Source: an optimization exercise on an open RTL-to-GDS flow (aim: small area, a short achievable clock period and few clock cycles per item). Production flows keep margins and buffers that such runs may drop.
RTL that was checked went through simulation tests only; none was proved equivalent to the original.
For runs 1 and 3, only the layout was checked, not whether the RTL still works.

## flow/design.v (module list and top-level ports; edited modules follow where they fit)
// module fkf_front: 47 lines
// module fkf_mul: 1986 lines
// module fkf_queue: 49 lines
// module fkf_cfg: 123 lines
// module fkf_back: 150 lines
// module fm_keycode_to_fnum_block: 106 lines
module fm_keycode_to_fnum_block (
	input  logic             clk,
	input  logic             arst_n,
	input  logic             cfg_we,
	input  logic [0:0]       cfg_index,
	input  logic [fkf_pkg::CLK_W-1:0] cfg_data,
	input  logic             in_valid,
	output logic             in_stall,
	input  logic [7:0]       key_code,
	input  logic [7:0]       key_fraction,
	output logic             out_valid,
	input  logic             out_stall,
	output logic [2:0]       block,
	output logic [10:0]      freq_number
);
  // ...
==> flow/run.sh <==
#!/bin/bash
# synth_recipe.tcl (not shown) runs the flow's synth.tcl, then flattens the netlist and writes it again
# the make line also repeats each setting of config.mk as NAME=value (left out here)
make -C /OpenROAD-flow-scripts/flow DESIGN_CONFIG=/design/flow/config.mk WORK_HOME=/design/flow/orfs CLKGATE_MAP_FILE= SYNTH_SCRIPT=/design/flow/synth_recipe.tcl finish
==> flow/config.mk <==
export PLATFORM = sky130hd
export DESIGN_NAME = fm_keycode_to_fnum_block
export DESIGN_NICKNAME = fm_keycode_to_fnum_block
export VERILOG_FILES = /design/flow/design.v
export SDC_FILE = /design/flow/constraint.sdc
export NUM_CORES = 8
export LEC_CHECK = 0
export CAP_MARGIN = 20
export CORE_MARGIN = 2
export CORE_UTILIZATION = 60
export SETUP_SLACK_MARGIN = 5
export SLEW_MARGIN = 20
export TNS_END_PERCENT = 100
==> flow/constraint.sdc <==
create_clock -name core_clock -period 12.0 [get_ports {clk}]
set_input_delay 2.4000 -clock core_clock [delete_from_list [all_inputs] [get_ports {clk}]]
set_output_delay 2.4000 -clock core_clock [all_outputs]
set_load 0.01 [all_outputs]
==> summary.txt, run 1 <==
Status
The flow did not finish. The first error in the log reads "ERROR: TCL interpreter returned an error: Source files actually used in the design:". Progress stopped at synthesis (1_2_yosys).

Synth
The Yosys step of the flow raised 15 warnings.
==> module fkf_queue, before the edit <==
module fkf_queue (
	input  logic        clk,
	input  logic        arst_n,
	input  logic        res_valid,
	input  logic [13:0] res,
	output logic        out_valid,
	input  logic        out_stall,
	output logic [2:0]  block,
	output logic [10:0] freq_number
);
	localparam int DEPTH = fkf_pkg::CAP - 1;
	localparam int PTR_W = $clog2(DEPTH);
	localparam int CNT_W = $clog2(DEPTH + 1);
	logic [13:0]      entry_q [0:DEPTH-1];
	logic [PTR_W-1:0] wr_q;
	logic [PTR_W-1:0] rd_q;
	logic [CNT_W-1:0] cnt_q;
	logic             held;
	logic             load;
	logic             pop;
	assign held = cnt_q != '0;
	assign load = !out_valid || !out_stall;
	assign pop  = load && (held || res_valid);
	always_ff @(posedge clk or negedge arst_n) begin
		if (!arst_n) begin
			wr_q      <= '0;
			rd_q      <= '0;
			cnt_q     <= '0;
			out_valid <= 1'b0;
		end else begin
			if (res_valid)
				wr_q <= (wr_q == PTR_W'(DEPTH - 1)) ? '0 : wr_q + 1'b1;
			if (pop)
				rd_q <= (rd_q == PTR_W'(DEPTH - 1)) ? '0 : rd_q + 1'b1;
			if (load)
				cnt_q <= (held && !res_valid) ? cnt_q - 1'b1 : cnt_q;
			else
				cnt_q <= res_valid ? cnt_q + 1'b1 : cnt_q;
			if (load)
				out_valid <= held || res_valid;
		end
	end
	always_ff @(posedge clk) begin
		if (res_valid)
			entry_q[wr_q] <= res;
		if (load)
			{block, freq_number} <= held ? entry_q[rd_q] : res;
	end
endmodule
==> run 2: changes to the inputs <==
--- a/flow/design.v
+++ b/flow/design.v
@@ -3147,8 +3147,5 @@
 			if (pop)
 				rd_q <= (rd_q == PTR_W'(DEPTH - 1)) ? '0 : rd_q + 1'b1;
-			if (load)
-				cnt_q <= (held && !res_valid) ? cnt_q - 1'b1 : cnt_q;
-			else
-				cnt_q <= res_valid ? cnt_q + 1'b1 : cnt_q;
+			cnt_q <= cnt_q + CNT_W'(res_valid) - CNT_W'(pop);
 			if (load)
 				out_valid <= held || res_valid;
--- a/flow/config.mk
+++ b/flow/config.mk
@@ -8,6 +8,5 @@
 export CAP_MARGIN = 20
 export CORE_MARGIN = 2
-export CORE_UTILIZATION = 60
-export SETUP_SLACK_MARGIN = 5
+export CORE_UTILIZATION = 40
 export SLEW_MARGIN = 20
-export TNS_END_PERCENT = 100
+export SYNTH_MEMORY_MAX_BITS = 65536
==> summary.txt, run 2 <==
Route
The total length of routed met2 wires is between 200000 and 250000 um. The residual antenna-violating net count after detailed routing is 0. The detailed-route DRC error count is 0.

For this block, the initial DRC count from the detailed router was between 10000 and 15000. The routed length on met1 is ~200000 um. The final routed wire length divided by cell count is around 36 um.

The uppermost metal layer occupied by signal nets is met5. The first-pass detailed-route iteration total is 15. After detailed routing, the met3 layer carries between 50000 and 60000 um of wire. The routed layout has 100921 vias. Summed over all layers, the routed wires come to around 560000 um. In the routed layout, each cell is associated on average with a via count of approximately 6.4.

Synth
The distinct cell type count after synthesis is around 120. The dominant cell by count in the synthesized netlist is sky130_fd_sc_hd__inv_1. The share of synthesized area in the top cell type comes to 0.203. The commonest cells after synthesis are sky130_fd_sc_hd__inv_1, sky130_fd_sc_hd__dfxtp_1, sky130_fd_sc_hd__nand2_1.

The synthesis-stage register bit count is about 1500. The share of the yosys chip area belonging to registers is 0.313. A synthesized cell averages approximately 8.5 sq um.

Synthesis produced a netlist whose cell count is 12532. After synthesis, the cell types taking the most area are sky130_fd_sc_hd__dfxtp_1, sky130_fd_sc_hd__fa_1, sky130_fd_sc_hd__inv_1. In the synthesized netlist the async set-or-reset flop fraction comes to 0.147.

After synthesis the cells add up to approximately 110000 sq um. For this run, the leading register cell type out of synthesis is sky130_fd_sc_hd__dfxtp_1. The yosys synthesis warning count was 15 (unchanged).

The number of enable flip-flop cells after synthesis is between 200 and 250. The biggest area contributor in the post-synthesis netlist is sky130_fd_sc_hd__dfxtp_1.

Clock network
The clock net sink count is ~1500. At the later pin of the worst-skew pair, clock insertion delay measures roughly 900 ps. The setup fix buffers added after clock tree synthesis is 0. The maximum root-to-sink buffer count is 4. The number of levels the H-tree was split into is 4. The count of hold-fix buffers inserted at cts is 0. After clock tree synthesis, the clock-pin slew on the worst setup and hold paths is roughly 60 ps.

The CTS tree is done. The root buffer selected by CTS is sky130_fd_sc_hd__clkbuf_16. Counting the buffers created by CTS gives around 170. The post-cts resize count is 0.

Placed design
The count of port buffers added during placement is 60. The wire-length estimate of the detail-placed layout is a little under 400000 um. At the end of routability-driven placement, the weighted congestion stood at around 1.1.

The number of placed instances, taps included, is between 15000 and 20000.

STA
The total count of hold-check failures in the final report came to 0. Setup repair after global routing left no endpoint under its margin. In the finished design, the share of the clock period the worst path needs comes to 0.680. The post-layout minimum cycle time is a little over 8000 ps. The slew at the pin closest to its max-slew limit is between 1000 and 1500 ps. The count of final max-slew check failures is 0.

Headroom to the max-slew limit came out at 0.0965. The final hold slack is roughly 290 ps. Setup violations remaining at the end of the flow were counted as 0.

For the final database, setup skew stands at just over 90 ps. Summed over all failing endpoints, the final setup total negative slack is 0 ps. Static timing analysis puts the maximum clock frequency at 0.123 GHz.

Floorplan
The core region is roughly 270000 sq um. During I/O placement, the number of pins put on the boundary was 64. The count of standard-cell rows is 189.

The die is approximately 520 um tall. The floorplan step defined a die boundary enclosing ~270000 sq um. The initial utilization of the core area, before any placement, comes to 0.402. The die extent in x is 520 um.

Global routing
The first global-routing pass estimated roughly 790000 um of wire. The initial antenna violation count is 60. Across every metal layer, demand over resource in global routing totals 0.412.

For this run the aggregate overflow at the end of global routing stands at 0. The number of global-route vias before repair is between 90000 and 100k. Entering global routing, the biggest net connects about 120 pins.

Worst setup path
The endpoint identified for the worst register-to-register timing path is u_cfg.gp_q[6]. Data on the critical path is required at its endpoint by roughly 13000 ps. The worst-path maximum fanout is 38. The arrival time reported for the critical path endpoint is about 9000 ps.

The worst register-to-register path begins at u_cfg.step_q[0]. The depth of the worst register-to-register path is 26. The capturing element type of the critical path is a flip-flop. The flop-to-flop setup slack is about 3800 ps.

The critical path is of the reg2reg type. The worst setup path is launched from a flip-flop.

Cells and area
In the final layout, the share of cells above drive strength 1 is 0.0993. The utilization after layout is 0.444. The non-filler instance count after layout is 15865. The top cell types in the final layout, fill and taps aside, are sky130_fd_sc_hd__inv_1, sky130_fd_sc_hd__dfxtp_1, sky130_fd_sc_hd__nand2_1. The library cell used most frequently in the layout, excluding fill and tap cells, is sky130_fd_sc_hd__inv_1.

In the final layout, the registers with the most flip-flops are u_back.dv_wc x331, u_back.dv_ws x331, u_queue.entry_q x182. The final-stage net count is 13250. The area added between synthesis and finish is 10.3%.

Min path
In this run the most critical hold path is launched from u_back.dv_e[0][0]. The endpoint of the worst hold-timing path is u_back.dv_e[1][0]. The tightest min-delay check is of the reg2reg type. The worst hold path depth is 0.

Job
The count of maximum capacitance violations is 0.

Status
The run finished with no timing, DRC or antenna violations.
[run 2: layer usage]
metal | up-vias | global-route usage
li1 | 42472 | -
met1 | 49884 | 0.472
met2 | 6404 | 0.637
met3 | 2129 | 0.124
met4 | 32 | 0.338
met5 | - | 0
[run 2: worst max-delay path by stage]
stage | from | end | slack (ps) | cells after the start
after floorplan | u_cfg.step_q[0] | u_cfg.gp_q[6] | 6070 | 29
after global placement | u_cfg.step_q[0] | u_cfg.gp_q[6] | 3970 | 27
after detailed placement | u_cfg.step_q[0] | u_cfg.gp_q[6] | 4000 | 26
after CTS | u_cfg.step_q[0] | u_cfg.gp_q[6] | 3960 | 26
after global routing | u_cfg.step_q[0] | u_cfg.gp_q[6] | 3260 | 26
final | u_cfg.step_q[0] | u_cfg.gp_q[6] | 3840 | 26
[run 2: cell type report]
type / instances / area [sq um]
inverters: 1781 / 6690
fillers: 25731 / 147000
well taps: 3533 / 4420
clock buffers: 222 / 4750
multi-input cells: 8203 / 63400
flip-flops and latches: 1506 / 33500
repair buffers: 471 / 3890
diodes: 62 / 155
clock inverters: 87 / 873
[run 2: cell families after synthesis]
logic type | after synthesis | synth area share
AO/OA/AOI/OAI | 3728 | 0.231
XOR/XNOR | 533 | 0.0439
adder cells (fa/ha/maj) | 1067 | 0.166
AND/OR/NAND/NOR | 2517 | 0.103
multiplexers | 355 | 0.0425
buffers and inverters | 2824 | 0.100
flip-flops | 1506 | 0.313
other | 2 | 0.0000704
[run 2: stage by stage]
step	setup WS (ps)	cell area, sq um
floorplan	6070	107000
detailed placement	4000	111000
global placement	3970	111000
CTS	3960	117000
global route	3260	117000
finish	3840	118000
[run 2: critical path, stage by stage, from the launching register on]
cell	delay, ps
sky130_fd_sc_hd__dfrtp_1	460
sky130_fd_sc_hd__inv_1	90
sky130_fd_sc_hd__ha_1	290
sky130_fd_sc_hd__o21ai_1	450
sky130_fd_sc_hd__a31o_2	790
sky130_fd_sc_hd__buf_4	510
sky130_fd_sc_hd__mux2i_1	340
sky130_fd_sc_hd__nand2_1	110
sky130_fd_sc_hd__nand3_1	110
sky130_fd_sc_hd__o21ai_0	140
sky130_fd_sc_hd__ha_1	410
sky130_fd_sc_hd__nand3_1	140
sky130_fd_sc_hd__or2_2	330
sky130_fd_sc_hd__o211ai_1	480
sky130_fd_sc_hd__a31oi_1	460
sky130_fd_sc_hd__o31a_1	450
sky130_fd_sc_hd__xnor2_2	480
sky130_fd_sc_hd__inv_1	290
sky130_fd_sc_hd__ha_1	350
sky130_fd_sc_hd__inv_1	40
sky130_fd_sc_hd__ha_1	220
sky130_fd_sc_hd__fa_1	460
sky130_fd_sc_hd__a21oi_1	160
sky130_fd_sc_hd__nor2_1	50
sky130_fd_sc_hd__nor2_1	150
sky130_fd_sc_hd__o21bai_1	80
sky130_fd_sc_hd__a21oi_1	150
Testbench counts of run 2, summed over its fixed seeds: cycles 13,312, items 12,288.
==> module fkf_cfg, before the edit <==
module fkf_cfg (
	input  logic        clk,
	input  logic        arst_n,
	input  logic        cfg_we,
	input  logic [0:0]  cfg_index,
	input  logic [25:0] cfg_data,
	output logic        busy,
	output logic [33:0] an,
	output logic [35:0] a3,
	output logic [45:0] bn,
	output logic [27:0] th,
	output logic [6:0]  gc,
	output logic        zero
);
	logic [25:0] src_q, tgt_q;
	logic [4:0]  ps_q, pt_q;
	logic [3:0]  step_q;
	logic        fa_q;
	logic [6:0]  gp_q;
	logic        sz;
	logic [25:0] t1;
	logic [4:0]  lzs, lzt;
	logic [25:0] sn, tn;
	assign sz = src_q == '0;
	assign t1 = (tgt_q == '0) ? 26'd1 : tgt_q;
	always_comb begin
		lzs = '0;
		lzt = '0;
		for (int i = 0; i < 26; i++) begin
			if (src_q[i])
				lzs = 5'(25 - i);
			if (t1[i])
				lzt = 5'(25 - i);
		end
	end
	assign sn = src_q << lzs;
	assign tn = t1 << lzt;
	logic [2:0]  bsh;
	logic        bneg;
	logic [45:0] bsum;
	logic [1:0]  ash;
	logic [32:0] asum;
	logic        nr;
	always_comb begin
		case (step_q)
			4'd2, 4'd3, 4'd5, 4'd8: bsh = 3'd2;
			4'd4:                   bsh = 3'd4;
			4'd6:                   bsh = 3'd3;
			default:                bsh = 3'd5;
		endcase
		bneg = step_q < 4'd6;
		ash  = (step_q == 4'd3) ? 2'd3 : 2'd0;
	end
	logic [45:0] tw;
	assign tw   = 46'(tgt_q) ^ {46{bneg}};
	assign bsum = (bn << bsh) + tw + 46'(bneg);
	assign asum = (an[32:0] << (3'(ash) + 3'd1)) + 33'(src_q);
	assign nr   = {an[32:0], 13'd0} < bn;
	always_ff @(posedge clk or negedge arst_n) begin
		if (!arst_n) begin
			src_q  <= fkf_pkg::SRC_N_RESET;
			ps_q   <= fkf_pkg::SRC_P_RESET;
			tgt_q  <= fkf_pkg::TGT_N_RESET;
			pt_q   <= fkf_pkg::TGT_P_RESET;
			step_q <= '0;
			an     <= fkf_pkg::AN_RESET;
			a3     <= fkf_pkg::A3_RESET;
			bn     <= fkf_pkg::BN_RESET;
			gc     <= fkf_pkg::GC_RESET;
			zero   <= 1'b0;
		end else if (cfg_we) begin
			case (cfg_index)
				fkf_pkg::REG_SOURCE_CLOCK: begin
					src_q <= cfg_data;
					ps_q  <= 5'd25;
				end
				fkf_pkg::REG_TARGET_CLOCK: begin
					tgt_q <= cfg_data;
					pt_q  <= 5'd25;
				end
				default: ;
			endcase
			step_q <= 4'd1;
		end else begin
			step_q <= (step_q == 4'd0 || step_q == 4'd10) ? 4'd0 : step_q + 4'd1;
			case (step_q)
				4'd1: begin
					src_q <= sn;
					ps_q  <= ps_q - lzs;
					tgt_q <= tn;
					pt_q  <= pt_q - lzt;
					zero  <= sz;
					an    <= 34'(sn);
					bn    <= 46'(tn);
				end
				4'd2, 4'd3: begin
					an <= 34'(asum);
					bn <= bsum;
				end
				4'd4: begin
					an <= asum[32] ? 34'(asum) : 34'({asum[31:0], 1'b0});
					bn <= bsum;
				end
				4'd5, 4'd6, 4'd7: bn <= bsum;
				4'd8: bn <= bsum[45] ? bsum : {bsum[44:0], 1'b0};
				4'd9: begin
					an <= nr ? {an[32:0], 1'b0} : an;
					gc <= gp_q - 7'(nr);
				end
				4'd10: a3 <= 36'(an) + {1'b0, an, 1'b0};
				default: ;
			endcase
		end
	end
	always_ff @(posedge clk) begin
		if (step_q == 4'd4)
			fa_q <= asum[32];
		if (step_q == 4'd8)
			gp_q <= 7'(ps_q) - 7'(pt_q) + 7'(fa_q) - 7'(bsum[45]);
	end
	assign th = fkf_pkg::srt_th(bn[44:42]);
	assign busy = cfg_we || (step_q != 4'd0 && step_q < 4'd8);
endmodule
==> module fkf_back, before the edit <==
module fkf_back (
	input  logic        clk,
	input  logic        arst_n,
	input  logic [45:0] bn,
	input  logic [27:0] th,
	input  logic [6:0]  gc,
	input  logic        zero,
	input  logic        vld_s3,
	input  logic [62:0] s_s3,
	input  logic [62:0] c_s3,
	input  logic [3:0]  exp_s3,
	output logic        res_valid,
	output logic [13:0] res
);
	localparam int NST = 7;
	logic [48:0] d1, d2, nd1, nd2;
	logic signed [6:0] thv [4];
	assign d1  = {3'b0, bn};
	assign d2  = {2'b0, bn, 1'b0};
	assign nd1 = ~d1;
	assign nd2 = ~d2;
	assign {thv[3], thv[2], thv[1], thv[0]} = th;
	logic        dv_v  [NST];
	logic [48:0] dv_ws [NST];
	logic [48:0] dv_wc [NST];
	logic [13:0] dv_ls [NST];
	logic [13:0] dv_lc [NST];
	logic [13:0] dv_qp [NST];
	logic [13:0] dv_qn [NST];
	logic [3:0]  dv_e  [NST];
	for (genvar k = 0; k < NST; k++) begin : g_div
		logic        v_in;
		logic [48:0] ws_in, wc_in;
		logic [13:0] ls_in, lc_in, qp_in, qn_in;
		logic [3:0]  e_in;
		logic [48:0] ys, yc, op;
		logic signed [6:0] est;
		logic [3:0]  ge;
		logic        p2, p1, n1, n2;
		if (k == 0) begin : g_first
			assign v_in  = vld_s3;
			assign ws_in = s_s3[62:14];
			assign wc_in = c_s3[62:14];
			assign ls_in = s_s3[13:0];
			assign lc_in = c_s3[13:0];
			assign qp_in = '0;
			assign qn_in = '0;
			assign e_in  = exp_s3;
		end else begin : g_next
			assign v_in  = dv_v[k-1];
			assign ws_in = dv_ws[k-1];
			assign wc_in = dv_wc[k-1];
			assign ls_in = dv_ls[k-1];
			assign lc_in = dv_lc[k-1];
			assign qp_in = dv_qp[k-1];
			assign qn_in = dv_qn[k-1];
			assign e_in  = dv_e[k-1];
		end
		assign ys  = {ws_in[46:0], ls_in[13:12]};
		assign yc  = {wc_in[46:0], lc_in[13:12]};
		assign est = ys[48:42] + yc[48:42];
		always_comb begin
			for (int i = 0; i < 4; i++)
				ge[i] = est >= thv[i];
		end
		assign p2 = ge[3];
		assign p1 = ge[2] && !ge[3];
		assign n1 = ge[0] && !ge[1];
		assign n2 = !ge[0];
		assign op = ({49{p2}} & nd2) | ({49{p1}} & nd1) | ({49{n1}} & d1) | ({49{n2}} & d2);
		always_ff @(posedge clk or negedge arst_n) begin
			if (!arst_n)
				dv_v[k] <= 1'b0;
			else
				dv_v[k] <= v_in;
		end
		always_ff @(posedge clk) begin
			dv_ws[k] <= ys ^ yc ^ op;
			dv_wc[k] <= {(ys[47:0] & yc[47:0]) | (ys[47:0] & op[47:0]) | (yc[47:0] & op[47:0]), p2 || p1};
			dv_ls[k] <= {ls_in[11:0], 2'b0};
			dv_lc[k] <= {lc_in[11:0], 2'b0};
			dv_qp[k] <= {qp_in[11:0], p2, p1};
			dv_qn[k] <= {qn_in[11:0], n2, n1};
			dv_e[k]  <= e_in;
		end
	end
	logic        f1_v;
	logic [48:0] rsum;
	logic        f1_neg;
	logic [13:0] f1_zq, f1_zm;
	logic signed [7:0] f1_g;
	assign rsum = dv_ws[NST-1] + dv_wc[NST-1];
	always_ff @(posedge clk) begin
		f1_neg <= rsum[48];
		f1_zq  <= dv_qp[NST-1] - dv_qn[NST-1];
		f1_zm  <= dv_qp[NST-1] + ~dv_qn[NST-1];
		f1_g   <= 8'(dv_e[NST-1]) + {gc[6], gc};
	end
	logic              f2_v;
	logic [12:0]       z;
	logic              dd, fff;
	logic [1:0]        kk;
	logic signed [7:0] b;
	logic [7:0]        sh;
	logic [12:0]       f2_z;
	logic [3:0]        f2_sh;
	logic [2:0]        f2_blk;
	logic              f2_sat, f2_zero;
	assign z = f1_neg ? f1_zm[12:0] : f1_zq[12:0];
	always_comb begin
		dd  = z[12];
		fff = dd ? (z[12:1] == 12'hfff) : (z[11:0] == 12'hfff);
		kk  = 2'(dd) + 2'(fff);
		b   = f1_g + 8'(kk);
		sh  = (b <= 8'sd0) ? 8'(-f1_g) : 8'(kk);
	end
	always_ff @(posedge clk) begin
		f2_z    <= z;
		f2_sh   <= (sh > 8'd13) ? 4'd13 : sh[3:0];
		f2_blk  <= (b <= 8'sd0) ? 3'd0 : b[2:0];
		f2_sat  <= b > 8'sd7;
		f2_zero <= zero;
	end
	logic [12:0] w;
	logic [10:0] fn;
	logic [2:0]  blk;
	always_comb begin
		w   = f2_z >> f2_sh;
		fn  = 11'(w[12:1] + 12'(w[0]));
		blk = f2_blk;
		if (f2_zero) begin
			blk = 3'd0;
			fn  = 11'd0;
		end else if (f2_sat) begin
			blk = 3'd7;
			fn  = 11'd2047;
		end
	end
	always_ff @(posedge clk or negedge arst_n) begin
		if (!arst_n) begin
			f1_v <= 1'b0;
			f2_v <= 1'b0;
		end else begin
			f1_v <= dv_v[NST-1];
			f2_v <= f1_v;
		end
	end
	assign res_valid = f2_v;
	assign res       = {blk, fn};
endmodule
==> module fm_keycode_to_fnum_block, before the edit <==
module fm_keycode_to_fnum_block (
	input  logic             clk,
	input  logic             arst_n,
	input  logic             cfg_we,
	input  logic [0:0]       cfg_index,
	input  logic [fkf_pkg::CLK_W-1:0] cfg_data,
	input  logic             in_valid,
	output logic             in_stall,
	input  logic [7:0]       key_code,
	input  logic [7:0]       key_fraction,
	output logic             out_valid,
	input  logic             out_stall,
	output logic [2:0]       block,
	output logic [10:0]      freq_number
);
	localparam int CAP   = fkf_pkg::CAP;
	localparam int CNT_W = $clog2(CAP + 1);
	logic              accept;
	logic              take;
	logic              inc, dec;
	logic [CNT_W-1:0]  cnt_q;
	logic              full_q, last_q;
	logic              busy;
	logic [33:0]       an;
	logic [35:0]       a3;
	logic [45:0]       bn;
	logic [27:0]       th;
	logic [6:0]        gc;
	logic              zero;
	logic              vld_s3;
	logic [62:0]       s_s3, c_s3;
	logic [3:0]        exp_s3;
	logic              res_valid;
	logic [13:0]       res;
	assign accept = in_valid && !in_stall;
	assign take   = out_valid && !out_stall;
	assign inc    = accept && !take;
	assign dec    = take && !accept;
	always_ff @(posedge clk or negedge arst_n) begin
		if (!arst_n) begin
			cnt_q    <= '0;
			full_q   <= 1'b0;
			last_q   <= 1'b0;
			in_stall <= 1'b0;
		end else begin
			if (inc)
				cnt_q <= cnt_q + 1'b1;
			else if (dec)
				cnt_q <= cnt_q - 1'b1;
			full_q   <= inc ? last_q : (!dec && full_q);
			last_q   <= inc ? (cnt_q == CNT_W'(CAP - 2)) : (dec ? full_q : last_q);
			in_stall <= (full_q && !take) || (last_q && inc) || busy;
		end
	end
	fkf_cfg u_cfg (
		.clk       (clk),
		.arst_n    (arst_n),
		.cfg_we    (cfg_we),
		.cfg_index (cfg_index),
		.cfg_data  (cfg_data),
		.busy      (busy),
		.an        (an),
		.a3        (a3),
		.bn        (bn),
		.th        (th),
		.gc        (gc),
		.zero      (zero)
	);
	fkf_front u_front (
		.clk          (clk),
		.arst_n       (arst_n),
		.accept       (accept),
		.key_code     (key_code),
		.key_fraction (key_fraction),
		.an           (an),
		.a3           (a3),
		.vld_s3       (vld_s3),
		.s_s3         (s_s3),
		.c_s3         (c_s3),
		.exp_s3       (exp_s3)
	);
	fkf_back u_back (
		.clk       (clk),
		.arst_n    (arst_n),
		.bn        (bn),
		.th        (th),
		.gc        (gc),
		.zero      (zero),
		.vld_s3    (vld_s3),
		.s_s3      (s_s3),
		.c_s3      (c_s3),
		.exp_s3    (exp_s3),
		.res_valid (res_valid),
		.res       (res)
	);
	fkf_queue u_queue (
		.clk         (clk),
		.arst_n      (arst_n),
		.res_valid   (res_valid),
		.res         (res),
		.out_valid   (out_valid),
		.out_stall   (out_stall),
		.block       (block),
		.freq_number (freq_number)
	);
endmodule
==> run 3: changes to the inputs <==
--- a/flow/design.v
+++ b/flow/design.v
@@ -7,8 +7,4 @@
 	localparam logic [25:0] TGT_N_RESET = 26'h3a855a8;
 	localparam logic [4:0]  TGT_P_RESET = 5'd22;
-	localparam logic [33:0] AN_RESET = 34'h151f552b0;
-	localparam logic [35:0] A3_RESET = 36'h3f5dff810;
-	localparam logic [45:0] BN_RESET = 46'h27f46dfb6048;
-	localparam logic [6:0]  GC_RESET = -7'sd1;
 	localparam int CAP = 14;
 	function automatic logic [27:0] srt_th(input logic [2:0] dtop);
@@ -3147,5 +3143,8 @@
 			if (pop)
 				rd_q <= (rd_q == PTR_W'(DEPTH - 1)) ? '0 : rd_q + 1'b1;
-			cnt_q <= cnt_q + CNT_W'(res_valid) - CNT_W'(pop);
+			if (load)
+				cnt_q <= (held && !res_valid) ? cnt_q - 1'b1 : cnt_q;
+			else
+				cnt_q <= res_valid ? cnt_q + 1'b1 : cnt_q;
 			if (load)
 				out_valid <= held || res_valid;
@@ -3176,5 +3175,5 @@
 	logic [4:0]  ps_q, pt_q;
 	logic [3:0]  step_q;
-	logic        fa_q;
+	logic        fa_q, fb_q, nr_q;
 	logic [6:0]  gp_q;
 	logic        sz;
@@ -3198,4 +3197,5 @@
 	logic [2:0]  bsh;
 	logic        bneg;
+	logic [45:0] tw;
 	logic [45:0] bsum;
 	logic [1:0]  ash;
@@ -3212,5 +3212,4 @@
 		ash  = (step_q == 4'd3) ? 2'd3 : 2'd0;
 	end
-	logic [45:0] tw;
 	assign tw   = 46'(tgt_q) ^ {46{bneg}};
 	assign bsum = (bn << bsh) + tw + 46'(bneg);
@@ -3223,10 +3222,5 @@
 			tgt_q  <= fkf_pkg::TGT_N_RESET;
 			pt_q   <= fkf_pkg::TGT_P_RESET;
-			step_q <= '0;
-			an     <= fkf_pkg::AN_RESET;
-			a3     <= fkf_pkg::A3_RESET;
-			bn     <= fkf_pkg::BN_RESET;
-			gc     <= fkf_pkg::GC_RESET;
-			zero   <= 1'b0;
+			step_q <= 4'd1;
 		end else if (cfg_we) begin
 			case (cfg_index)
@@ -3244,40 +3238,46 @@
 		end else begin
 			step_q <= (step_q == 4'd0 || step_q == 4'd10) ? 4'd0 : step_q + 4'd1;
-			case (step_q)
-				4'd1: begin
-					src_q <= sn;
-					ps_q  <= ps_q - lzs;
-					tgt_q <= tn;
-					pt_q  <= pt_q - lzt;
-					zero  <= sz;
-					an    <= 34'(sn);
-					bn    <= 46'(tn);
-				end
-				4'd2, 4'd3: begin
-					an <= 34'(asum);
-					bn <= bsum;
-				end
-				4'd4: begin
-					an <= asum[32] ? 34'(asum) : 34'({asum[31:0], 1'b0});
-					bn <= bsum;
-				end
-				4'd5, 4'd6, 4'd7: bn <= bsum;
-				4'd8: bn <= bsum[45] ? bsum : {bsum[44:0], 1'b0};
-				4'd9: begin
-					an <= nr ? {an[32:0], 1'b0} : an;
-					gc <= gp_q - 7'(nr);
-				end
-				4'd10: a3 <= 36'(an) + {1'b0, an, 1'b0};
-				default: ;
-			endcase
+			if (step_q == 4'd1) begin
+				src_q <= sn;
+				ps_q  <= ps_q - lzs;
+				tgt_q <= tn;
+				pt_q  <= pt_q - lzt;
+			end
 		end
 	end
 	always_ff @(posedge clk) begin
-		if (step_q == 4'd4)
-			fa_q <= asum[32];
-		if (step_q == 4'd8)
-			gp_q <= 7'(ps_q) - 7'(pt_q) + 7'(fa_q) - 7'(bsum[45]);
+		case (step_q)
+			4'd1: begin
+				zero <= sz;
+				an   <= 34'(sn);
+				bn   <= 46'(tn);
+			end
+			4'd2, 4'd3: begin
+				an <= 34'(asum);
+				bn <= bsum;
+			end
+			4'd4: begin
+				an   <= asum[32] ? 34'(asum) : 34'({asum[31:0], 1'b0});
+				fa_q <= asum[32];
+				bn   <= bsum;
+			end
+			4'd5, 4'd6, 4'd7: bn <= bsum;
+			4'd8: begin
+				bn   <= bsum[45] ? bsum : {bsum[44:0], 1'b0};
+				fb_q <= bsum[45];
+			end
+			4'd9: begin
+				an   <= nr ? {an[32:0], 1'b0} : an;
+				nr_q <= nr;
+				gp_q <= 7'(ps_q) - 7'(pt_q) + 7'(fa_q) - 7'(fb_q);
+				th   <= fkf_pkg::srt_th(bn[44:42]);
+			end
+			4'd10: begin
+				gc <= gp_q - 7'(nr_q);
+				a3 <= 36'(an) + {1'b0, an, 1'b0};
+			end
+			default: ;
+		endcase
 	end
-	assign th = fkf_pkg::srt_th(bn[44:42]);
 	assign busy = cfg_we || (step_q != 4'd0 && step_q < 4'd8);
 endmodule
@@ -3368,47 +3368,65 @@
 		end
 	end
-	logic        f1_v;
+	logic        f1_v, f2_v;
 	logic [48:0] rsum;
+	logic [13:0] zq, zm;
+	logic signed [7:0] g;
+	logic signed [7:0] gk [3];
 	logic        f1_neg;
-	logic [13:0] f1_zq, f1_zm;
-	logic signed [7:0] f1_g;
+	logic [12:0] f1_zq, f1_zm;
+	logic [1:0]  f1_kq, f1_km;
+	logic [2:0]  f1_le0, f1_gt7;
+	logic [2:0]  f1_blk [3];
+	logic [3:0]  f1_shg;
+	logic        f1_zero;
 	assign rsum = dv_ws[NST-1] + dv_wc[NST-1];
+	assign zq   = dv_qp[NST-1] - dv_qn[NST-1];
+	assign zm   = dv_qp[NST-1] + ~dv_qn[NST-1];
+	assign g    = 8'(dv_e[NST-1]) + {gc[6], gc};
+	assign gk[0] = g;
+	assign gk[1] = g + 8'sd1;
+	assign gk[2] = g + 8'sd2;
+	function automatic logic [1:0] kof(input logic [12:0] z);
+		logic fff;
+		fff = z[12] ? (z[12:1] == 12'hfff) : (z[11:0] == 12'hfff);
+		kof = 2'(z[12]) + 2'(fff);
+	endfunction
 	always_ff @(posedge clk) begin
-		f1_neg <= rsum[48];
-		f1_zq  <= dv_qp[NST-1] - dv_qn[NST-1];
-		f1_zm  <= dv_qp[NST-1] + ~dv_qn[NST-1];
-		f1_g   <= 8'(dv_e[NST-1]) + {gc[6], gc};
-	end
-	logic              f2_v;
-	logic [12:0]       z;
-	logic              dd, fff;
-	logic [1:0]        kk;
-	logic signed [7:0] b;
-	logic [7:0]        sh;
-	logic [12:0]       f2_z;
-	logic [3:0]        f2_sh;
-	logic [2:0]        f2_blk;
-	logic              f2_sat, f2_zero;
-	assign z = f1_neg ? f1_zm[12:0] : f1_zq[12:0];
-	always_comb begin
-		dd  = z[12];
-		fff = dd ? (z[12:1] == 12'hfff) : (z[11:0] == 12'hfff);
-		kk  = 2'(dd) + 2'(fff);
-		b   = f1_g + 8'(kk);
-		sh  = (b <= 8'sd0) ? 8'(-f1_g) : 8'(kk);
+		f1_neg  <= rsum[48];
+		f1_zq   <= zq[12:0];
+		f1_zm   <= zm[12:0];
+		f1_kq   <= kof(zq[12:0]);
+		f1_km   <= kof(zm[12:0]);
+		for (int k = 0; k < 3; k++) begin
+			f1_le0[k] <= gk[k] <= 8'sd0;
+			f1_gt7[k] <= gk[k] > 8'sd7;
+			f1_blk[k] <= gk[k][2:0];
+		end
+		f1_shg  <= (g < -8'sd13) ? 4'd13 : 4'(-g);
+		f1_zero <= zero;
 	end
+	logic [12:0] z;
+	logic [1:0]  kk;
+	logic        le0;
+	logic [3:0]  sh;
+	logic [13:0] f2_zr;
+	logic [3:0]  f2_sh1;
+	logic [2:0]  f2_blk;
+	logic        f2_sat, f2_zero;
+	assign z   = f1_neg ? f1_zm : f1_zq;
+	assign kk  = f1_neg ? f1_km : f1_kq;
+	assign le0 = f1_le0[kk];
+	assign sh  = le0 ? f1_shg : 4'(kk);
 	always_ff @(posedge clk) begin
-		f2_z    <= z;
-		f2_sh   <= (sh > 8'd13) ? 4'd13 : sh[3:0];
-		f2_blk  <= (b <= 8'sd0) ? 3'd0 : b[2:0];
-		f2_sat  <= b > 8'sd7;
-		f2_zero <= zero;
+		f2_zr   <= 14'(z) + (14'd1 << sh);
+		f2_sh1  <= sh + 4'd1;
+		f2_blk  <= le0 ? 3'd0 : f1_blk[kk];
+		f2_sat  <= f1_gt7[kk];
+		f2_zero <= f1_zero;
 	end
-	logic [12:0] w;
 	logic [10:0] fn;
 	logic [2:0]  blk;
 	always_comb begin
-		w   = f2_z >> f2_sh;
-		fn  = 11'(w[12:1] + 12'(w[0]));
+		fn  = 11'(f2_zr >> f2_sh1);
 		blk = f2_blk;
 		if (f2_zero) begin
@@ -3475,5 +3493,5 @@
 			full_q   <= 1'b0;
 			last_q   <= 1'b0;
-			in_stall <= 1'b0;
+			in_stall <= 1'b1;
 		end else begin
 			if (inc)
==> flow/flow/run.sh (new file) <==
#!/bin/bash
set -euo pipefail
export SETUP_SLACK_MARGIN=7.5
export TNS_END_PERCENT=100
bash standard.sh > standard.log 2>&1
==> flow/standard.sh (new file) <==
#!/bin/bash
# synth_recipe.tcl (not shown) runs the flow's synth.tcl, then flattens the netlist and writes it again
# the make line also repeats each setting of config.mk as NAME=value (left out here)
make -C /OpenROAD-flow-scripts/flow DESIGN_CONFIG=/design/flow/config.mk WORK_HOME=/design/flow/orfs CLKGATE_MAP_FILE= SYNTH_SCRIPT=/design/flow/synth_recipe.tcl "${@:-finish}"
--- a/flow/config.mk
+++ b/flow/config.mk
@@ -6,7 +6,7 @@
 export NUM_CORES = 8
 export LEC_CHECK = 0
-export CAP_MARGIN = 20
+export CAP_MARGIN = 70
 export CORE_MARGIN = 2
-export CORE_UTILIZATION = 40
-export SLEW_MARGIN = 20
+export CORE_UTILIZATION = 60
+export SLEW_MARGIN = 70
 export SYNTH_MEMORY_MAX_BITS = 65536
removed: flow/run.sh
==> summary.txt, run 3 <==
Status
The flow did not finish. The last stage reached is global routing (5_1_grt). The first error in the log reads "[ERROR GRT-0232] Routing congestion too high. Check the congestion heatmap in the GUI".

Synth
The distinct cell type count after synthesis is 99 (-14%). The synthesis-stage register bit count is 1539 (+2.2%). The synthesized design spends more area on one cell type than any other, namely sky130_fd_sc_hd__dfxtp_1. The dominant cell by count in the synthesized netlist is sky130_fd_sc_hd__inv_1. The share of the yosys chip area belonging to registers is 0.321 (+0.00770). The post-synthesis average cell area is 8.64 sq um (+1.6%).

The share of flip-flops with an asynchronous set or reset after synthesis is 0.0637 (-0.0837). The yosys synthesis warning count was 17 (+2). The area of the mapped netlist is 108000 sq um (+1.6%).

The number of enable flip-flop cells after synthesis is 345 (+69%). The top-area cell type share of the netlist area is 0.203 (-0.000226). Sorting the synthesized cells by how often they occur yields sky130_fd_sc_hd__inv_1, sky130_fd_sc_hd__dfxtp_1, sky130_fd_sc_hd__clkbuf_1. The most used flip-flop cell after synthesis is sky130_fd_sc_hd__dfxtp_1. The number of cells produced by synthesis is 12531 (-0.0080%).

Yosys attributes the largest share of cell area to sky130_fd_sc_hd__dfxtp_1, sky130_fd_sc_hd__fa_1, sky130_fd_sc_hd__edfxtp_1.

Global routing
Entering global routing, the biggest net connects 74 pins. The global-route congestion overflow total is between 500 and 600. Across every metal layer, demand over resource in global routing totals 0.790.

Placed design
The count of port buffers added during placement is 60 (unchanged). The pre-CTS setup slack is 5500 ps (+1500 ps). The routability congestion estimate from global placement came to 1.15 (+6.7%). The half-perimeter wire length of the detailed placement result is 374000 um (-5.5%).

Clock network
The maximum root-to-sink buffer count is 3 (-1). In this run the clock root is driven by a sky130_fd_sc_hd__clkbuf_16. The clock net sink count is 1539 (+2.2%). The number of buffers added by the clock tree synthesis step is 159 (-7.6%). The number of levels the H-tree was split into came to 4 (unchanged).

Floorplan
The die extent in x came to 429 um (-18%). The initial cell density of the core came to 0.605 (+0.203). The number of placed I/O pins is 64 (unchanged).

The count of standard-cell rows is 155 (-18%). The die span in y is 429 um (-18%).
## run 3: changes by cell type after synthesis, sizes merged, moves of 73 or more
cell	before	now
nand2	977	860
a211oi	101	174
edfxtp	204	345
a22o	159	243
a22oi	334	240
o21ai	945	819
## run 3: timing repair
| item | CTS |
|---|---|
| hold buffers | 0 |
| cloned | 13 |
| resized for setup | 342 |
| setup endpoints to repair | 267 |
| pin swaps | 102 |
| setup buffers | 182 |
## run 3: per-stage QoR
stage / instance area [sq um] / hold slack [ps] / std cells
floorplan: 108000 / 310 / 12532
global placement: 111000 / 309 / 14222
detailed placement: 116000 / 312 / 14459
CTS: 125000 / 279 / 14950
## run 3: worst min path at each step
stage / endpoint / startpoint / cells past startpoint / slack, ps
after global placement: u_back.dv_ls[3][12] / u_back.dv_ls[2][10] / 0 / 310
after floorplan: u_back.dv_e[0][0] / u_front.exp_s3[0] / 0 / 310
after detailed placement: u_back.dv_e[2][1] / u_back.dv_e[1][1] / 0 / 310
after CTS: u_back.dv_ls[1][6] / u_back.dv_ls[0][4] / 0 / 280
## run 3: kinds of logic after synthesis
| logic type | Yosys count | share of synthesized area |
|---|---|---|
| and+or+nand+nor | 2434 | 0.0990 |
| xor gates and xnor gates | 528 | 0.0427 |
| muxes | 325 | 0.0399 |
| other | 2 | 0.0000693 |
| adders and majority gates | 1086 | 0.165 |
| buffers and inverters | 2855 | 0.0994 |
| DFF | 1539 | 0.321 |
| AOI/OAI and AO/OA | 3762 | 0.232 |
## run 3: per-layer routing
| metal | track usage | GRT overflow |
|---|---|---|
| met1 | 0.804 | 31 |
| met2 | 0.914 | 239 |
| met3 | 0.676 | 63 |
| met4 | 0.741 | 244 |
| met5 | 0.472 | 10 |
==> run 4: changes to the inputs <==
--- a/flow/design.v
+++ b/flow/design.v
@@ -3195,5 +3195,4 @@
 	assign sn = src_q << lzs;
 	assign tn = t1 << lzt;
-	logic [2:0]  bsh;
 	logic        bneg;
 	logic [45:0] tw;
@@ -3202,16 +3201,23 @@
 	logic [32:0] asum;
 	logic        nr;
+	logic [3:0]  bsh_q;
+	logic [3:0]  bsh_d;
+	logic [45:0] bsv;
 	always_comb begin
 		case (step_q)
-			4'd2, 4'd3, 4'd5, 4'd8: bsh = 3'd2;
-			4'd4:                   bsh = 3'd4;
-			4'd6:                   bsh = 3'd3;
-			default:                bsh = 3'd5;
+			4'd1, 4'd2, 4'd4, 4'd7: bsh_d = 4'b0001;
+			4'd3:                   bsh_d = 4'b0100;
+			4'd5:                   bsh_d = 4'b0010;
+			default:                bsh_d = 4'b1000;
 		endcase
 		bneg = step_q < 4'd6;
 		ash  = (step_q == 4'd3) ? 2'd3 : 2'd0;
 	end
+	always_ff @(posedge clk)
+		bsh_q <= bsh_d;
+	assign bsv  = ({46{bsh_q[0]}} & (bn << 2)) | ({46{bsh_q[1]}} & (bn << 3)) |
+	              ({46{bsh_q[2]}} & (bn << 4)) | ({46{bsh_q[3]}} & (bn << 5));
 	assign tw   = 46'(tgt_q) ^ {46{bneg}};
-	assign bsum = (bn << bsh) + tw + 46'(bneg);
+	assign bsum = bsv + tw + 46'(bneg);
 	assign asum = (an[32:0] << (3'(ash) + 3'd1)) + 33'(src_q);
 	assign nr   = {an[32:0], 13'd0} < bn;
@@ -3237,5 +3243,5 @@
 			step_q <= 4'd1;
 		end else begin
-			step_q <= (step_q == 4'd0 || step_q == 4'd10) ? 4'd0 : step_q + 4'd1;
+			step_q <= (step_q == 4'd0 || step_q == 4'd11) ? 4'd0 : step_q + 4'd1;
 			if (step_q == 4'd1) begin
 				src_q <= sn;
@@ -3253,19 +3259,19 @@
 				bn   <= 46'(tn);
 			end
-			4'd2, 4'd3: begin
+			4'd2, 4'd3, 4'd4: begin
 				an <= 34'(asum);
 				bn <= bsum;
 			end
-			4'd4: begin
-				an   <= asum[32] ? 34'(asum) : 34'({asum[31:0], 1'b0});
-				fa_q <= asum[32];
+			4'd5: begin
+				an   <= an[32] ? an : {an[32:0], 1'b0};
+				fa_q <= an[32];
 				bn   <= bsum;
 			end
-			4'd5, 4'd6, 4'd7: bn <= bsum;
-			4'd8: begin
-				bn   <= bsum[45] ? bsum : {bsum[44:0], 1'b0};
-				fb_q <= bsum[45];
-			end
+			4'd6, 4'd7, 4'd8: bn <= bsum;
 			4'd9: begin
+				bn   <= bn[45] ? bn : {bn[44:0], 1'b0};
+				fb_q <= bn[45];
+			end
+			4'd10: begin
 				an   <= nr ? {an[32:0], 1'b0} : an;
 				nr_q <= nr;
@@ -3273,5 +3279,5 @@
 				th   <= fkf_pkg::srt_th(bn[44:42]);
 			end
-			4'd10: begin
+			4'd11: begin
 				gc <= gp_q - 7'(nr_q);
 				a3 <= 36'(an) + {1'b0, an, 1'b0};
@@ -3280,5 +3286,5 @@
 		endcase
 	end
-	assign busy = cfg_we || (step_q != 4'd0 && step_q < 4'd8);
+	assign busy = cfg_we || (step_q != 4'd0 && step_q < 4'd9);
 endmodule
 module fkf_back (
@@ -3409,7 +3415,6 @@
 	logic [1:0]  kk;
 	logic        le0;
-	logic [3:0]  sh;
-	logic [13:0] f2_zr;
-	logic [3:0]  f2_sh1;
+	logic [12:0] f2_z;
+	logic [3:0]  f2_sh;
 	logic [2:0]  f2_blk;
 	logic        f2_sat, f2_zero;
@@ -3417,16 +3422,17 @@
 	assign kk  = f1_neg ? f1_km : f1_kq;
 	assign le0 = f1_le0[kk];
-	assign sh  = le0 ? f1_shg : 4'(kk);
 	always_ff @(posedge clk) begin
-		f2_zr   <= 14'(z) + (14'd1 << sh);
-		f2_sh1  <= sh + 4'd1;
+		f2_z    <= z;
+		f2_sh   <= le0 ? f1_shg : 4'(kk);
 		f2_blk  <= le0 ? 3'd0 : f1_blk[kk];
 		f2_sat  <= f1_gt7[kk];
 		f2_zero <= f1_zero;
 	end
+	logic [12:0] w;
 	logic [10:0] fn;
 	logic [2:0]  blk;
 	always_comb begin
-		fn  = 11'(f2_zr >> f2_sh1);
+		w   = f2_z >> f2_sh;
+		fn  = 11'(w[12:1] + 12'(w[0]));
 		blk = f2_blk;
 		if (f2_zero) begin
==> flow/flow/run.sh (replaced) <==
#!/bin/bash
set -euo pipefail
export SETUP_SLACK_MARGIN=7.3
export TNS_END_PERCENT=100
export BUFFER_PORTS_ARGS="-buffer_cell sky130_fd_sc_hd__buf_4"
bash standard.sh > standard.log 2>&1
--- a/flow/config.mk
+++ b/flow/config.mk
@@ -8,5 +8,5 @@
 export CAP_MARGIN = 70
 export CORE_MARGIN = 2
-export CORE_UTILIZATION = 60
+export CORE_UTILIZATION = 50
 export SLEW_MARGIN = 70
 export SYNTH_MEMORY_MAX_BITS = 65536
==> summary.txt, run 4 <==
Status
The run finished with no timing, DRC or antenna violations.

Synth
By area, the combinational part of the netlist is dominated by compound AO/OA/AOI/OAI gates. The number of enable flip-flop cells after synthesis is 345 (unchanged). The adder-cell area share of the yosys netlist is 0.165 (-0.000730). The distinct cell type count after synthesis came to 110 (+11%). The multiplexer share of the synthesized area is 0.0357 (-0.00415). The yosys synthesis warning count is 17 (unchanged). The number of cells produced by synthesis is 12435 (-0.77%). In the synthesized netlist, the cells that appear most often are sky130_fd_sc_hd__inv_1, sky130_fd_sc_hd__dfxtp_1, sky130_fd_sc_hd__nand2_1. The area of the mapped netlist is 107000 sq um (-0.83%).

The library cell with the largest summed area after synthesis is sky130_fd_sc_hd__dfxtp_1. The primary flip-flop cell chosen by synthesis mapping is sky130_fd_sc_hd__dfxtp_1. The most common cell in the synthesized netlist is sky130_fd_sc_hd__inv_1. The share of flip-flops with an asynchronous set or reset after synthesis came to 0.0636 (-0.000124). The synthesized-area fraction occupied by xor and xnor cells is 0.0428 (+0.000114).

The post-synthesis average cell area is 8.64 sq um (about the same). The post-synthesis compound-gate area fraction came to 0.230 (-0.00221). The area share of and/or/nand/nor cells after synthesis is 0.102 (+0.00301). The top-area cell type share of the netlist area is 0.205 (+0.00226).

The synthesis-stage register bit count is 1542 (+0.19%). By area the synthesized netlist is led by sky130_fd_sc_hd__dfxtp_1, sky130_fd_sc_hd__fa_1, sky130_fd_sc_hd__edfxtp_1. The share of the yosys chip area belonging to registers is 0.324 (+0.00326).

Floorplan
The die extent in x is 468 um (+9.0%). The number of placed I/O pins was 64 (unchanged). The initial cell density of the core was 0.502 (-0.103). The area of the core region is approximately 210000 sq um.

The count of standard-cell rows was 170 (+9.7%). The die span in y was 468 um (+9.0%). The die covers roughly 220000 sq um.

Worst setup path
The number of buffers and inverters on the critical path is 7. Of all nets on the critical path, the largest fanout is 15. The flop-to-flop setup slack is a little over 7000 ps. Data on the critical path is required at its endpoint by between 10000 and 15000 ps. The beginning of the worst register-to-register path is u_front.kf_s1[1]. The type of the worst setup path is reg2reg.

The slowest stage of the critical path is the sky130_fd_sc_hd__nor2_2 cell. STA classifies the critical path startpoint as a flip-flop. On the worst path, the slowest cell contributes a delay of between 400 and 500 ps. The critical path goes through buf_8 -> clkinvlp_4 -> buf_4 -> ha_4 -> buf_12 -> buf_4 -> and2_1 -> buf_4 -> nor2_2 -> nor2_1 -> buf_4 -> nor3_1 -> a311oi_1 -> a211oi_2 -> a21oi_1 -> o221ai_1 -> o2111ai_2. The worst setup path is captured at a flip-flop. The largest delay contributor family on the critical path is buffers and inverters. The most numerous cell type found on the critical path is sky130_fd_sc_hd__buf_4. The most critical setup path has its startpoint at u_front.kf_s1[1]. At the worst endpoint, the arrival time is approximately 5400 ps.

Cells and area
The most frequent standard cell in the layout excluding fill and tap cells is sky130_fd_sc_hd__inv_1. The final-stage net count is 13336. In the final layout, the registers with the most flip-flops are u_back.dv_wc x331, u_back.dv_ws x331, u_queue.entry_q x182. The area added between synthesis and finish is 14.8%.

Of the cells placed in the final design, the portion with a size suffix greater than 1 is 0.143. The top cell types in the final layout, fill and taps aside, are sky130_fd_sc_hd__inv_1, sky130_fd_sc_hd__dfxtp_1, sky130_fd_sc_hd__nand2_1. Excluding fillers, the count of instances in the completed layout stands at between 15000 and 20000.

Placed design
The half-perimeter wire length of the detailed placement result is 364000 um (-2.7%). The count of port buffers added during placement is 60 (unchanged). The number of instances in the placed design is 14837 (+2.6%). The routability congestion estimate from global placement came to 1.11 (-3.4%).

STA
The highest attainable clock frequency is roughly 0.21 GHz. The worst slew margin relative to its limit is 0.652. Dividing the final minimum period by the clock period gives 0.399. For the pin with the worst max-slew slack, the measured transition is between 500 and 600 ps. The maximum clock skew at final layout is slightly below 100 ps.

The post-layout minimum cycle time is 4790 ps. The final-report setup violation count is 0. The count of final max-slew check failures is 0. After routing, the total negative slack on setup checks comes to 0 ps. Setup repair after global routing could not meet its margin everywhere. The final hold slack is 314 ps.

The total count of hold-check failures in the final report was 0.

Clock network
Clock latency on the worst-skew pair, taken at its later pin, is between 900 and 1000 ps. The root buffer selected by CTS is sky130_fd_sc_hd__clkbuf_16. The number of buffers added by the clock tree synthesis step was 168 (+5.7%). The count of hold-fix buffers inserted at cts is 0 (unchanged). The number of levels the H-tree was split into came to 4 (unchanged).

The CTS tree is done. After clock tree synthesis, the clock-pin slew on the worst setup and hold paths is 60 ps. The maximum root-to-sink buffer count is 3 (unchanged). The clock net sink count came to 1542 (+0.19%).

Route
The detail route stage leaves a number of antenna-violating nets equal to 0. The detailed-route via count is 102155. The first detailed-routing pass took 14 iterations. The post-detailed-route via-to-cell ratio is around 6.7. After detailed routing, the number of remaining DRC violations is 0. The total detailed-routing wirelength is roughly 500000 um. After detailed routing, the average wire length per cell comes to between 30 and 40 um. The initial DRC count is about 17000.

Global routing
Entering global routing, the biggest net connects 73 pins. The global-route congestion overflow total is 0. For this run, the total global-route usage over all layers was measured as 0.460.

The first-pass GRT wire length is about 720000 um. The initial antenna violation count is between 50 and 60. The number of global-route vias before repair is between 90000 and 100k.

Job
The count of maximum capacitance violations is 0.

Min path
The worst hold path begins at u_back.dv_lc[1][10]. The class of the worst hold path is reg2reg.
==> run 4: changes by cell type after synthesis, moves of 15 or more <==
cell,before,now
sky130_fd_sc_hd__nand2_1,860,978
sky130_fd_sc_hd__a21oi_1,874,762
sky130_fd_sc_hd__a22oi_1,239,322
sky130_fd_sc_hd__mux2_2,106,49
sky130_fd_sc_hd__a221oi_1,204,172
sky130_fd_sc_hd__o22a_1,35,5
sky130_fd_sc_hd__nor2_1,842,814
sky130_fd_sc_hd__o211ai_1,98,124
sky130_fd_sc_hd__o21ai_0,798,817
sky130_fd_sc_hd__ha_1,511,496
==> run 4: worst reg2reg max path, cell delays in order (launching register included) <==
cell                         delay (ps)
sky130_fd_sc_hd__dfxtp_1            340
sky130_fd_sc_hd__buf_8              290
sky130_fd_sc_hd__clkinvlp_4         310
sky130_fd_sc_hd__buf_4              310
sky130_fd_sc_hd__ha_4               330
sky130_fd_sc_hd__buf_12             200
sky130_fd_sc_hd__buf_4              200
sky130_fd_sc_hd__and2_1             240
sky130_fd_sc_hd__buf_4              240
sky130_fd_sc_hd__nor2_2             470
sky130_fd_sc_hd__nor2_1              80
sky130_fd_sc_hd__buf_4              230
sky130_fd_sc_hd__nor3_1             200
sky130_fd_sc_hd__a311oi_1            80
sky130_fd_sc_hd__a211oi_2           350
sky130_fd_sc_hd__a21oi_1            160
sky130_fd_sc_hd__o221ai_1           280
sky130_fd_sc_hd__o2111ai_2          290
==> run 4: stage by stage <==
| step | utilization | instance area (sq um) | worst slack [ps] |
|---|---|---|---|
| finish | 0.576 | 123000 | 7210 |
| global route | 0.576 | 123000 | 7240 |
| CTS | 0.570 | 122000 | 7310 |
| detailed placement | 0.541 | 116000 | 7030 |
| global placement | 0.518 | 111000 | 6380 |
| floorplan | - | 107000 | 7320 |
==> run 4: cell families after synthesis <==
kind of cell    after synthesis
fa+ha+maj                  1069
compound gates             3676
xor+xnor                    525
buf+inv                    2847
other cells                   1
simple gates               2504
mux                         271
flops                      1542
==> run 4: path summary, 6_finish.rpt <==
kind	cells after the start	endpoint
min in group asynchronous	1	u_back.dv_v[0]
hold / removal	0	u_back.dv_lc[2][12]
setup / recovery	17	u_front.mlo_s2[13]
max in group asynchronous	4	u_cfg.tgt_q[21]
setup reg to reg	17	u_front.mlo_s2[13]
hold reg to reg	0	u_back.dv_lc[2][12]
==> run 4: area by class of cell <==
cell class	count	area, sq um
clock buffer	234	4820
sequential	1542	34900
fill	18487	90600
inverter	1791	6790
tap	2838	3550
clock inverter	80	1200
antenna	30	75.1
multi-input combinational	8046	65100
timing repair buffer	670	6840
==> run 4: timing repair <==
action / 4_1_cts / 5_1_grt
setup buffers: 0 / 10
pin swaps: 0 / 2
setup endpoints to repair: 26 / 33
gates cloned: 0 / 0
resized for setup: 8 / 22
==> run 4: routing by layer <==
metal	track usage	routed length (um)	share of wire	vias to the layer above
li1	-	-	-	42572
met1	0.574	190000	0.37	49544
met2	0.652	210000	0.41	7914
met3	0.185	70700	0.14	2079
met4	0.301	42900	0.084	46
met5	0.00988	565	0.0011	-
Testbench counts of run 4, summed over its fixed seeds: cycles 13,416, items 12,288.
==> run 5: changes to the inputs <==
==> flow/run.sh (new file) <==
#!/bin/bash
# synth_recipe.tcl (not shown) runs the flow's synth.tcl, then flattens the netlist and writes it again
# the make line also repeats each setting of config.mk as NAME=value (left out here)
make -C /OpenROAD-flow-scripts/flow DESIGN_CONFIG=/design/flow/config.mk WORK_HOME=/design/flow/orfs CLKGATE_MAP_FILE= SYNTH_SCRIPT=/design/flow/synth_recipe.tcl finish
--- a/flow/config.mk
+++ b/flow/config.mk
@@ -8,5 +8,6 @@
 export CAP_MARGIN = 70
 export CORE_MARGIN = 2
-export CORE_UTILIZATION = 50
+export CORE_UTILIZATION = 45
+export SETUP_SLACK_MARGIN = 5
 export SLEW_MARGIN = 70
 export SYNTH_MEMORY_MAX_BITS = 65536
removed: flow/flow/run.sh
removed: flow/standard.sh
==> summary.txt, run 5 <==
Clock network
The clock net sink count is 1542 (unchanged). The clock transition at the register clock pins on the worst setup and hold paths after CTS was 70 ps (about the same). The maximum root-to-sink buffer count is 3 (unchanged).

The count of hold-fix buffers inserted at cts is 0 (unchanged). The tree is rooted in a sky130_fd_sc_hd__clkbuf_16. The setup fix buffers added after clock tree synthesis was 0 (unchanged). The post-cts resize count is 0 (-8). The number of levels the H-tree was split into came to 4 (unchanged).

The CTS tree is done. The clock insertion delay at the later pin of the skew report is 920 ps (about the same). The number of buffers added by the clock tree synthesis step is 169 (+0.60%).

Cells and area
Leaving out fill and tap cells, the most frequent cell in the layout is sky130_fd_sc_hd__inv_1. The largest registers in the layout are u_back.dv_wc x331, u_back.dv_ws x331, u_queue.entry_q x182. The library cells used most frequently in the layout, excluding fill and tap cells, are sky130_fd_sc_hd__inv_1, sky130_fd_sc_hd__dfxtp_1, sky130_fd_sc_hd__nand2_1. The final-stage net count is 13376 (+0.30%). The share of final-layout standard cells stronger than drive strength 1 is 0.144 (+0.00123).

The area added between synthesis and finish is 15.6%.

Route
The detailed-route via count came to 101963 (-0.19%). The post-detailed-route via-to-cell ratio came to 6.53 (-2.6%). The total detailed-routing wirelength is 536000 um (+4.3%).

The first-pass detailed-route iteration total was 15 (+1). The detailed-route DRC error count is 0 (unchanged). The residual antenna-violating net count after detailed routing is 0 (unchanged). The initial DRC count is 15788 (-4.8%). The final routed wire length divided by cell count is 34.4 um (+1.8%).

Floorplan
The die footprint was 243000 sq um (+11%). The die extent in x is 493 um (+5.4%). The number of placed I/O pins was 64 (unchanged). The count of standard-cell rows came to 179 (+5.3%).

The area of the core region is 238000 sq um (+11%). The die span in y is 493 um (+5.4%). The initial cell density of the core came to 0.452 (-0.0500).

STA
The count of final max-slew check failures is 0 (unchanged). The final setup TNS is 0 ps (unchanged). The total count of hold-check failures in the final report is 0 (unchanged).

The maximum clock skew at final layout was 124 ps (+24.5 ps). The final hold slack is 278 ps (-36.2 ps). The final critical-path share of the clock period came to 0.444 (+0.0453). The highest attainable clock frequency was 0.188 GHz (-10%).

The slew at the pin closest to its max-slew limit is 529 ps (+12.2 ps). Setup repair after global routing left no endpoint under its margin. The final-report setup violation count came to 0 (unchanged). The worst slew margin relative to its limit is 0.645 (-0.00666). The post-layout minimum cycle time is 5330 ps (+544 ps).

Synth
The yosys synthesis warning count is 17 (unchanged). After synthesis, the most frequently instantiated cells are sky130_fd_sc_hd__inv_1, sky130_fd_sc_hd__dfxtp_1, sky130_fd_sc_hd__nand2_1. Yosys attributes the largest share of cell area to sky130_fd_sc_hd__dfxtp_1, sky130_fd_sc_hd__fa_1, sky130_fd_sc_hd__edfxtp_1. The post-synthesis average cell area is 8.64 sq um (unchanged). The number of cells produced by synthesis is 12435 (unchanged). The synthesis-stage register bit count came to 1542 (unchanged). The largest total area in the synthesized netlist belongs to sky130_fd_sc_hd__dfxtp_1. The number of enable flip-flop cells after synthesis is 345 (unchanged). The distinct cell type count after synthesis came to 110 (unchanged). For this run, the leading register cell type out of synthesis is sky130_fd_sc_hd__dfxtp_1. The share of the yosys chip area belonging to registers is 0.324 (unchanged).

The top-area cell type share of the netlist area was 0.205 (unchanged). The area of the mapped netlist was 107000 sq um (unchanged). The dominant cell by count in the synthesized netlist is sky130_fd_sc_hd__inv_1. The share of flip-flops with an asynchronous set or reset after synthesis is 0.0636 (unchanged).

Global routing
The first-pass GRT wire length is 748000 um (+3.8%). The initial antenna violation count is 51 (-8.9%). The overall global routing resource usage came to 0.430 (-0.0293).

The number of global-route vias before repair is 97397 (+0.016%). The global-route congestion overflow total came to 0 (unchanged). The largest net degree at the start of global routing is 63 (-14%).

Worst setup path
Walking the worst path, the cells encountered are buf_4 -> inv_2 -> buf_4 -> ha_4 -> buf_4 -> nor2b_4 -> buf_6 -> nor2_4 -> buf_4 -> nand2_2 -> nand2_1 -> mux4_2 -> mux4_2 -> nand2_1 -> o21ai_0 -> buf_4. The launching element of the worst setup path is u_front.kf_s1[1]. The capture instance of the worst register-to-register path is u_front.mlo_s2[15]. The number of logic stages on the critical path including buffering is 16 (-1). The largest delay contributor family on the critical path is buffers and inverters. The depth of the worst register-to-register path is 16 (-1). The flop-to-flop setup slack is 6670 ps (-540 ps). The worst setup path is launched from a flip-flop. The beginning of the worst register-to-register path is u_front.kf_s1[1]. The arrival time reported for the critical path endpoint is 6040 ps (+600 ps). The delay contributed by the slowest stage of the critical path is 570 ps (+130 ps). The worst-path maximum fanout is 14 (-1).

The critical path endpoint is u_front.mlo_s2[15]. The combined buffer and inverter count along the critical path was 7 (unchanged). The largest individual stage delay along the critical path comes from the cell sky130_fd_sc_hd__ha_4. The critical path required time was 12710 ps (+60 ps). The type of the worst setup path is reg2reg. In this design, the critical path's most frequently occurring cell is sky130_fd_sc_hd__buf_4. The capturing element type of the critical path is a flip-flop.

Job
The count of maximum capacitance violations came to 0 (unchanged).

Placed design
The routability congestion estimate from global placement came to 1.10 (-0.24%). The count of port buffers added during placement is 60 (unchanged). The half-perimeter wire length of the detailed placement result is 391000 um (+7.4%).

Status
The flow ran to the end and the layout has no timing, DRC or antenna violations.

Min path
The hold path startpoint is u_back.dv_ls[0][10]. The class of the worst hold path is reg2reg.
run 5: worst min-delay path by stage:
stage | end | depth (start not counted)
after floorplan | u_back.dv_e[0][0] | 0
after global placement | u_back.dv_qp[6][6] | 0
after detailed placement | u_back.dv_qn[5][10] | 0
after CTS | u_back.dv_ls[0][11] | 0
after global routing | u_back.dv_ls[0][12] | 0
final | u_back.dv_ls[1][12] | 0
run 5: layer usage:
metal	vias up	routed length [um]	part of all wire	global-route usage
met5	-	265	0.00049	0.00196
met4	32	41600	0.078	0.266
met3	1811	68400	0.13	0.148
met2	7485	220000	0.41	0.620
met1	49968	206000	0.38	0.552
li1	42667	-	-	-
run 5: kinds of logic (layout without fill, tap and decap cells):
kind of cell    Yosys count  after routing  synth area share
flops                  1542           1542             0.324
fa+ha+maj              1069           1069             0.165
xor+xnor                525            525            0.0428
mux                     271            271            0.0357
buf+inv                2847           2815             0.100
compound gates         3676           3676             0.230
other cells               1             35         0.0000349
simple gates           2504           2504             0.102
run 5: worst reg2reg max path, delay by kind of cell (launching register included):
kind                     cells  cell delay, ps
AO/OA/AOI/OAI                1              90
multiplexers                 2            1090
AND/OR/NAND/NOR              5             880
adder cells (fa/ha/maj)      1             580
buffers and inverters        7            2200
flip-flops                   1             310
run 5: final cells by class:
cell class              count  area [sq um]
well taps                3167          3960
clock inverters            89          1380
diodes                     34          85.1
clock buffers             226          4670
inverters                1791          6790
multi-input cells        8046         65400
fillers                 21384        113000
flip-flops and latches   1542         34900
repair buffers            709          7000
run 5: stage by stage:
stage	area, sq um	cells	setup WS, ps	util
after detailed placement	117000	15225	7100	0.492
after floorplan	107000	12435	6390	-
final	124000	15604	6670	0.523
after CTS	123000	15540	7010	0.518
after global routing	124000	15575	6710	0.522
after global placement	112000	15008	6380	0.470

afterwards: timing with drivers on the ports:
In the flow no input, the clock included, has a driving cell. The finished layouts below were timed again as built, in two steps. Step 1, drivers: a clkbuf_16 drives clk and a buf_2 each remaining input, both assumed. Step 2 also shifts input and output timing later by t, the mid clock arrival at the registers, as if the neighbouring blocks saw the same clock. a / b / c = ideal / step 1 / step 2; a / b = the first two.
| run | shift t [ns] | setup slack, ns | worst hold slack (ns) | worst setup path at the end | pins driven straight from the clock port |
|---|---|---|---|---|---|
| run 2 | 0.942 | 3.839 / 3.839 / 3.839 | 0.291 / 0.291 / 0.291 | register to register | 1 |
| run 4 | 0.952 | 7.214 / 7.214 / 7.214 | 0.314 / 0.314 / 0.314 | register to register | 1 |
| run 5 | 0.972 | 6.670 / 6.670 / 6.670 | 0.278 / 0.278 / 0.278 | register to register | 1 |
After both steps setup and hold are still met in every run listed.
